Context: an optimization exercise on an open-source flow, tuned for a short achievable clock period and few clock cycles. The choices shown serve that exercise and are no tape-out recipe. The RTL was checked by simulation tests, not by an equivalence proof against the original design. Power figures rest on the tool's default switching activity, not on a simulated workload.

==> flow/design.v (excerpt) <==
module riscv_pipeline (
    input  logic                  clk,
    input  logic                  rst,
    input  riscv_pipe_pkg::word_t instr,
    output riscv_pipe_pkg::word_t pc,
    input  riscv_pipe_pkg::word_t read_data,
    output logic                  data_we,
    output riscv_pipe_pkg::word_t data_addr,
    output riscv_pipe_pkg::word_t din,
    output riscv_pipe_pkg::word_t status,
    output riscv_pipe_pkg::word_t result_bytes
);
clock: 7.0 ns
lec_check: 0
abc_clock_period_in_ps: 2000
cap_margin: 20
core_margin: 2
core_utilization: 50
place_density: 0.7
setup_slack_margin: 4.0
slew_margin: 20
tns_end_percent: 10
run.sh (not shown) runs the stock make flow with config.mk's settings and CLKGATE_MAP_FILE= SYNTH_SCRIPT=/design/flow/synth_recipe.tcl, a recipe that flattens the netlist after the stock synthesis.
The starting point finished with timing, DRC and antenna clean.
Testbench counts at the start, summed over its fixed seeds: cycles 70,339.
==> next run, changes <==
ABC_CLOCK_PERIOD_IN_PS = 1500   (was 2000)
CORE_UTILIZATION = 45   (was 50)
PLACE_DENSITY = 0.65   (was 0.7)
SETUP_SLACK_MARGIN = 4.5   (was 4.0)
TNS_END_PERCENT = 5   (was 10)
=> Non-clock buffer count climbs by 322. Flip-flop and latch count is unchanged. Wire length climbs by a little under a tenth. Combinational power climbs by roughly a tenth. Synthesized area does not change. Setup slack improved by 110 ps.
==> next run, changes <==
TNS_END_PERCENT = 10   (was 5)
=>
- design area grows by 1.4%
- wire length grows by 1.7%
- power grows by 0.88%
- first-iteration DRC count grows by 3.7%
- cell count grows by 0.89%
- clock-buffer cell count grows by 4
- sequential power barely changes
- flip-flop and latch count stays the same
- die area stays the same
==> next run, changes <==
ABC_CLOCK_PERIOD_IN_PS = 2000   (was 1500)
CORE_UTILIZATION = 40   (was 45)
PLACE_DENSITY = unset   (was 0.65)
TNS_END_PERCENT = 5   (was 10)
Effect: Wire length fell by 0.53%. Global-route usage fell by 3.8 points. Utilization fell by 7.5 points. Combinational power fell by 8.5%. Final cell count rose by 2.2%. Hold slack is about the same.


== before ==
Starting RTL as in the previous note.
==> flow/config.mk <==
export PLATFORM = sky130hd
export DESIGN_NAME = riscv_pipeline
export DESIGN_NICKNAME = riscv_pipeline
export VERILOG_FILES = /design/flow/design.v
export SDC_FILE = /design/flow/constraint.sdc
export NUM_CORES = 4
export LEC_CHECK = 0
export ABC_CLOCK_PERIOD_IN_PS = 1200
export CAP_MARGIN = 20
export CORE_MARGIN = 2
export CORE_UTILIZATION = 45
export PLACE_DENSITY = 0.65
export SETUP_SLACK_MARGIN = 4.5
export SLEW_MARGIN = 20
export TNS_END_PERCENT = 5
==> flow/constraint.sdc <==
create_clock -name core_clock -period 7.0 [get_ports {clk}]
set_input_delay 1.4000 -clock core_clock [delete_from_list [all_inputs] [get_ports {clk}]]
set_output_delay 1.4000 -clock core_clock [all_outputs]
set_load 0.01 [all_outputs]
Testbench counts of before, summed over its fixed seeds: cycles 70,339.
diff inputs: before => after
- changing CORE_UTILIZATION from 45 to 50
- changing PLACE_DENSITY from 0.65 to 0.7
- changing ABC_CLOCK_PERIOD_IN_PS from 1200 to 2000
==> comparison <==
after ends up with higher critical path depth than before does. after vs. before: diode insertion count for antenna repair higher; detailed-route wire length decreased 13 mm. Going from before to after, wire length of the first global-routing pass shrank by a few percent. Of the two candidates, before has the better worst path setup slack after routing and after the worse one. Delta (after minus before): cell count after placement lower, clock-pin slew on the worst setup and hold paths now sits at about the same level, final setup violation count held, count of plain and timing-repair buffers moved down, design area went down about 2.2%. Compared after against before; combinational cell fraction of total power within noise.

--- another note on this design; it stands on its own ---

==> run A: inputs <==
// riscv_pipeline
module riscv_pipeline (
    input  logic                  clk,
    input  logic                  rst,
    input  riscv_pipe_pkg::word_t instr,
    output riscv_pipe_pkg::word_t pc,
    input  riscv_pipe_pkg::word_t read_data,
    output logic                  data_we,
    output riscv_pipe_pkg::word_t data_addr,
    output riscv_pipe_pkg::word_t din,
    output riscv_pipe_pkg::word_t status,
    output riscv_pipe_pkg::word_t result_bytes
);
    riscv_pipe_pkg::word_t       pc_plus4_f, pc_next_f;
    riscv_pipe_pkg::word_t       instr_d, pc_d, pc4_d;
    riscv_pipe_pkg::word_t       rd1_d, rd2_d;
    riscv_pipe_pkg::reg_idx_t    rs1_d, rs2_d, rd_d;
    riscv_pipe_pkg::imm_t        imm_d;
    riscv_isa_pkg::alu_op_t     alu_op_d;
    logic        alu_src_d, reg_write_d, mem_write_d, branch_d, branch_ne_d, jump_d;
    riscv_pipe_pkg::result_src_t result_src_d;
    logic        reg_write_e, mem_write_e, branch_e, branch_ne_e, jump_e, alu_src_e;
    riscv_isa_pkg::alu_op_t     alu_op_e;
    riscv_pipe_pkg::result_src_t result_src_e;
    riscv_pipe_pkg::word_t       rd1_e, rd2_e, pc_e, pc4_e;
  ...
Settings: LEC_CHECK=0, CAP_MARGIN=20, CORE_MARGIN=2, CORE_UTILIZATION=40, SLEW_MARGIN=20; clock period 7.0 ns.
run.sh (not shown) runs the stock make flow with config.mk's settings and CLKGATE_MAP_FILE= SYNTH_SCRIPT=/design/flow/synth_recipe.tcl, a recipe that flattens the netlist after the stock synthesis.
==> run G: changes against run A <==
Settings changed: ABC_CLOCK_PERIOD_IN_PS from default to 2500, SETUP_SLACK_MARGIN from default to 4.
==> flow_metrics.py <==
metrics = {
    "run_status": {
        "status": "timing/DRC/antenna clean",
    },
    "global_routing": {
        "use_met1_pct": 37.8,
        "antenna_found_initial": 15,
    },
    "clocking": {
        "cts_resized": 728,
    },
    "worst_setup_path": {
        "critPathLaunch": "rs1_e[4]",
        "cp_slowest_cell": "nor4_4",
    },
    "cells_and_area": {
        "mostFrequentLayoutCells": "1054 x edfxtp_1, 440 x mux4_2, 412 x dfxtp_1, 390 x a21oi_1, 340 x nand2_1",
        "final-clk-cell-share_pct": 6.05,
        "final_util_pct": 49.3,
    },
    "drt": {
        "num_vias": 52500,
    },
    "pwr": {
        "comb_power_mw": 4.55,
    },
    "placed_design": {
        "place_hpwl_mm": 166,
        "dp.cells": 7860,
    },
}
That was run G.
==> flow_metrics.py <==
metrics = {
    "run_status": {
        "status": "timing/DRC/antenna clean",
    },
    "global_routing": {
        "use_met1_pct": 36.8,
        "antenna_found_initial": 9,
    },
    "drt": {
        "num_vias": 50800,
    },
    "placed_design": {
        "place_hpwl_mm": 166,
    },
    "pwr": {
        "comb_power_mw": 3.80,
    },
    "cells_and_area": {
        "final-clk-cell-share_pct": 6.70,
    },
}
That was run A.
Testbench counts of run A, summed over its fixed seeds: cycles 87,325.
Testbench counts of run G, summed over its fixed seeds: cycles 87,325.

-- separate check: timing with driven ports --
The results above use ideal ports. As a check the final layouts listed here were re-extracted and re-timed, cells and wires unchanged. Step 1 assumes that a clkbuf_16 drives the clock port and a buf_2 every other input. Step 2, shift: input delay + t, output delay - t, t = (earliest + latest rising clock arrival at the registers) / 2. This alone moves slack from input paths to output paths. a / b / c = no drivers / after step 1 / after step 2; a / b = the first two.
run	t, ns	setup slack, ns	latest minus earliest clock arrival (ns)
the first run of note 1	0.959	3.732 / 3.590 / 2.631	0.089 / 0.088
the second run of note 1	0.956	3.845 / 3.639 / 2.683	0.092 / 0.092
the third run of note 1	0.988	3.868 / 3.584 / 2.596	0.063 / 0.062
the fourth run of note 1	0.968	3.626 / 3.626 / 2.742	0.087 / 0.087
before	0.956	3.845 / 3.639 / 2.683	0.092 / 0.092
after	0.958	3.698 / 3.499 / 2.541	0.097 / 0.097
run A	0.887	0.373 / 0.373 / 0.373	0.061 / 0.061
run G	0.896	2.033 / 2.033 / 2.033	0.083 / 0.083
After both steps setup and hold are still met in every run listed. The setup slack of the third run of note 1, which loses most, moves by -0.284 ns with the drivers and by -1.272 ns with both steps.
